What follows belongs to an exercise in optimizing a design on an open flow for small area, a short achievable clock period and few clock cycles per item; a production flow would make more cautious choices. Power figures rest on the tool's default switching activity, not on a simulated workload.

==> v5: inputs <==
// fp_mult_stream
module fp_mult_stream #(
    parameter int WIDTH      = 32,
    parameter int INT_WIDTH  = 16,
    parameter int FRAC_WIDTH = 16,
    parameter int SIGNED     = 1,
    parameter int STAGES     = 3,
    parameter int ROUND      = 1
) (
    input  logic              clk,
    input  logic              reset,
    input  logic              in_valid,
    output logic              in_ready,
    input  logic [WIDTH-1:0]  left,
    input  logic [WIDTH-1:0]  right,
    output logic              out_valid,
    input  logic              out_ready,
    output logic [WIDTH-1:0]  out,
    output logic              ovf
);
    logic              en;
    logic [2:1]        valid_q;
    logic              res0_v_q, res1_v_q, rdy_q;
    logic              res1_v_d;
    logic [33:0]       res0_q, res1_q;      
    logic [33:0]       res_c;
    logic              push;
    logic [31:0]       a_q;
    logic [15:0]       one_q, two_q, neg_q;
    logic [15:0]       one_d, two_d, neg_d;
    logic [153:0]      cs_q;
    logic              sgn_q;
    assign en        = ~res1_v_q;
    assign in_ready  = rdy_q;               
    assign push      = en & valid_q[2];
    assign out_valid = res0_v_q;
    assign out       = res0_q[32] ? {res0_q[33], {31{~res0_q[33]}}} : res0_q[31:0];
    assign ovf       = res0_q[32];
  ...
clock: 10.0 ns
lec_check: 0
abc_area: 1
cap_margin: 20
core_margin: 2
core_utilization: 40
slew_margin: 20
synth_hierarchical: 1
standard.sh (not shown) runs the stock make flow with config.mk's settings and CLKGATE_MAP_FILE= SYNTH_SCRIPT=/design/flow/synth_recipe.tcl, a recipe that flattens the netlist after the stock synthesis.
==> flow/flow/run.sh <==
#!/bin/bash
set -euo pipefail
bash standard.sh SETUP_SLACK_MARGIN=6.2 "BUFFER_PORTS_ARGS=-buffer_cell sky130_fd_sc_hd__buf_2" finish > standard_flow.log 2>&1
==> v11 (differences from v5) <==
--- a/flow/design.v
+++ b/flow/design.v
@@ -25,19 +25,22 @@
     logic [33:0]       res_c;
     logic              push;
     logic [31:0]       a_q;
     logic [15:0]       one_q, two_q, neg_q;
     logic [15:0]       one_d, two_d, neg_d;
     logic [153:0]      cs_q;
     logic              sgn_q;
+    logic              res0_nov_q, res0_nsg_q;
     assign en        = ~res1_v_q;
     assign in_ready  = rdy_q;               
     assign push      = en & valid_q[2];
     assign out_valid = res0_v_q;
-    assign out       = res0_q[32] ? {res0_q[33], {31{~res0_q[33]}}} : res0_q[31:0];
+    assign out[15:0]  = res0_q[32] ? {16{~res0_q[33]}} : res0_q[15:0];
+    assign out[30:16] = res0_nov_q ? res0_q[30:16] : {15{res0_nsg_q}};
+    assign out[31]    = res0_nov_q ? res0_q[31] : ~res0_nsg_q;
     assign ovf       = res0_q[32];
     assign res1_v_d = res1_v_q ? ~out_ready : (push & res0_v_q & ~out_ready);
     always_ff @(posedge clk) begin
         if (reset) begin
             valid_q  <= '0;
             res0_v_q <= 1'b0;
             res1_v_q <= 1'b0;
@@ -59,14 +62,25 @@
         end else if (push & (~res0_v_q | out_ready)) begin
             res0_q <= res_c;
         end
         if (~res1_v_q) begin
             res1_q <= res_c;
         end
     end
+    always_ff @(posedge clk) begin
+        if (res1_v_q) begin
+            if (out_ready) begin
+                res0_nov_q <= ~res1_q[32];
+                res0_nsg_q <= ~res1_q[33];
+            end
+        end else if (push & (~res0_v_q | out_ready)) begin
+            res0_nov_q <= ~res_c[32];
+            res0_nsg_q <= ~res_c[33];
+        end
+    end
     always_comb begin
         for (int j = 0; j < 16; j++) begin
             logic b2, b1, b0;
             b2 = right[2*j+1];
             b1 = right[2*j];
             b0 = (j > 0) ? right[2*j-1] : 1'b0;
             one_d[j] = b1 ^ b0;
@@ -1713,14 +1727,33 @@
     input  logic c,
     output logic s,
     output logic co
 );
     assign s  = a ^ b ^ c;
     assign co = (a & b) | (a & c) | (b & c);
 endmodule
+module fp_mult_stream_fx (
+    input  logic a,
+    input  logic b,
+    input  logic c,
+    output logic s,
+    output logic co
+);
+    logic t;
+    fp_mult_stream_x2 u_x (.a(a), .b(b), .y(t));
+    assign s  = t ^ c;
+    assign co = (a & b) | (a & c) | (b & c);
+endmodule
+module fp_mult_stream_x2 (
+    input  logic a,
+    input  logic b,
+    output logic y
+);
+    assign y = a ^ b;
+endmodule
 module fp_mult_stream_ha (
     input  logic a,
     input  logic b,
     output logic s,
     output logic co
 );
     assign s  = a ^ b;
==> flow/flow/run.sh (replaced) <==
#!/bin/bash
set -euo pipefail
bash standard.sh SETUP_SLACK_MARGIN=6.3 "BUFFER_PORTS_ARGS=-buffer_cell sky130_fd_sc_hd__buf_2" finish > standard_flow.log 2>&1
CTS_BUF_LIST = sky130_fd_sc_hd__clkbuf_8   (was not set)
==> comparison <==
- Synthesized cell count is about the same in v11 and v5.
- Between v5 and v11, the lower synthesized area is in v5 (gap 0.32%, measured against v11).
- Against v5, the flip-flop and latch count of v11 is higher by 2.
- Clock power: v5 is larger than v11 (about 4%).
- In v5 the via count is lower than in v11, by about 1.5%.
- Count of clock-buffer cells in the layout: v5 is lower than v11 (16).
- Of v11 and v5, v11 has the higher global-route usage (gap 0.42 points).
==> figures <==
|  | v5 | v11 |
|---|---|---|
| Fraction of layout instances using a drive strength above 1 | 13.26% | 14.45% |
| Post-cts gate resize count | 86 | 131 |
| Total clock buffers created by CTS | 40 | 61 |
| Placer's final routability congestion estimate | 0.8821 | 0.8760 |
| Flip-flop and latch count | 308 | 310 |
| Area of the die | 0.08454 mm² | 0.08481 mm² |
| Crit path launch | res0_q[32]$_DFFE_PP_ | res0_nov_q$_DFFE_PP_ |
| Clock Tree Root | sky130_fd_sc_hd__clkbuf_16 | sky130_fd_sc_hd__clkbuf_8 |
| Number of antenna violations at the first check in global routing | 1 | 2 |
| Power per cell area | 418.3 mW/mm² | 419.7 mW/mm² |
| Switching power share of the total | 45.94% | 46.59% |
| Proportion of cell area occupied by multi-input gates | 59.78% | 59.29% |
| Placed Area | 0.03404 mm² | 0.03416 mm² |
| Outcome | complete, no violations | complete, no violations |
| Net count of the mapped netlist | 3722 | 3725 |
| Setup slack of the critical path after layout | 6.125 ns | 6.274 ns |
Function was not checked in any run of this note: the RTL went through the layout flow alone.

[what the ideal ports hide]
How much do the figures lean on ideal ports? The routed layouts below were timed once more, with nothing changed but the port constraints. Step 1: set_driving_cell puts a clkbuf_16 on clk and a buf_2 on each other input, an assumption about the parent block. Step 2 also shifts input and output timing later by t, the mid clock arrival at the registers, as if the neighbouring blocks saw the same clock. Three values: ideal, step 1, step 2; two values: the first two.
run	t (ns)	setup slack, ns	hold slack, ns	worst setup path at the end	worst slew at a driven data input, ns
v5	0.623	6.125 / 6.065 / 6.219	0.462 / 0.462 / 0.462	register to register	0.07
v11	0.750	6.274 / 6.210 / 6.282	0.460 / 0.460 / 0.460	register to register	0.04
After both steps every run listed still meets setup and hold.
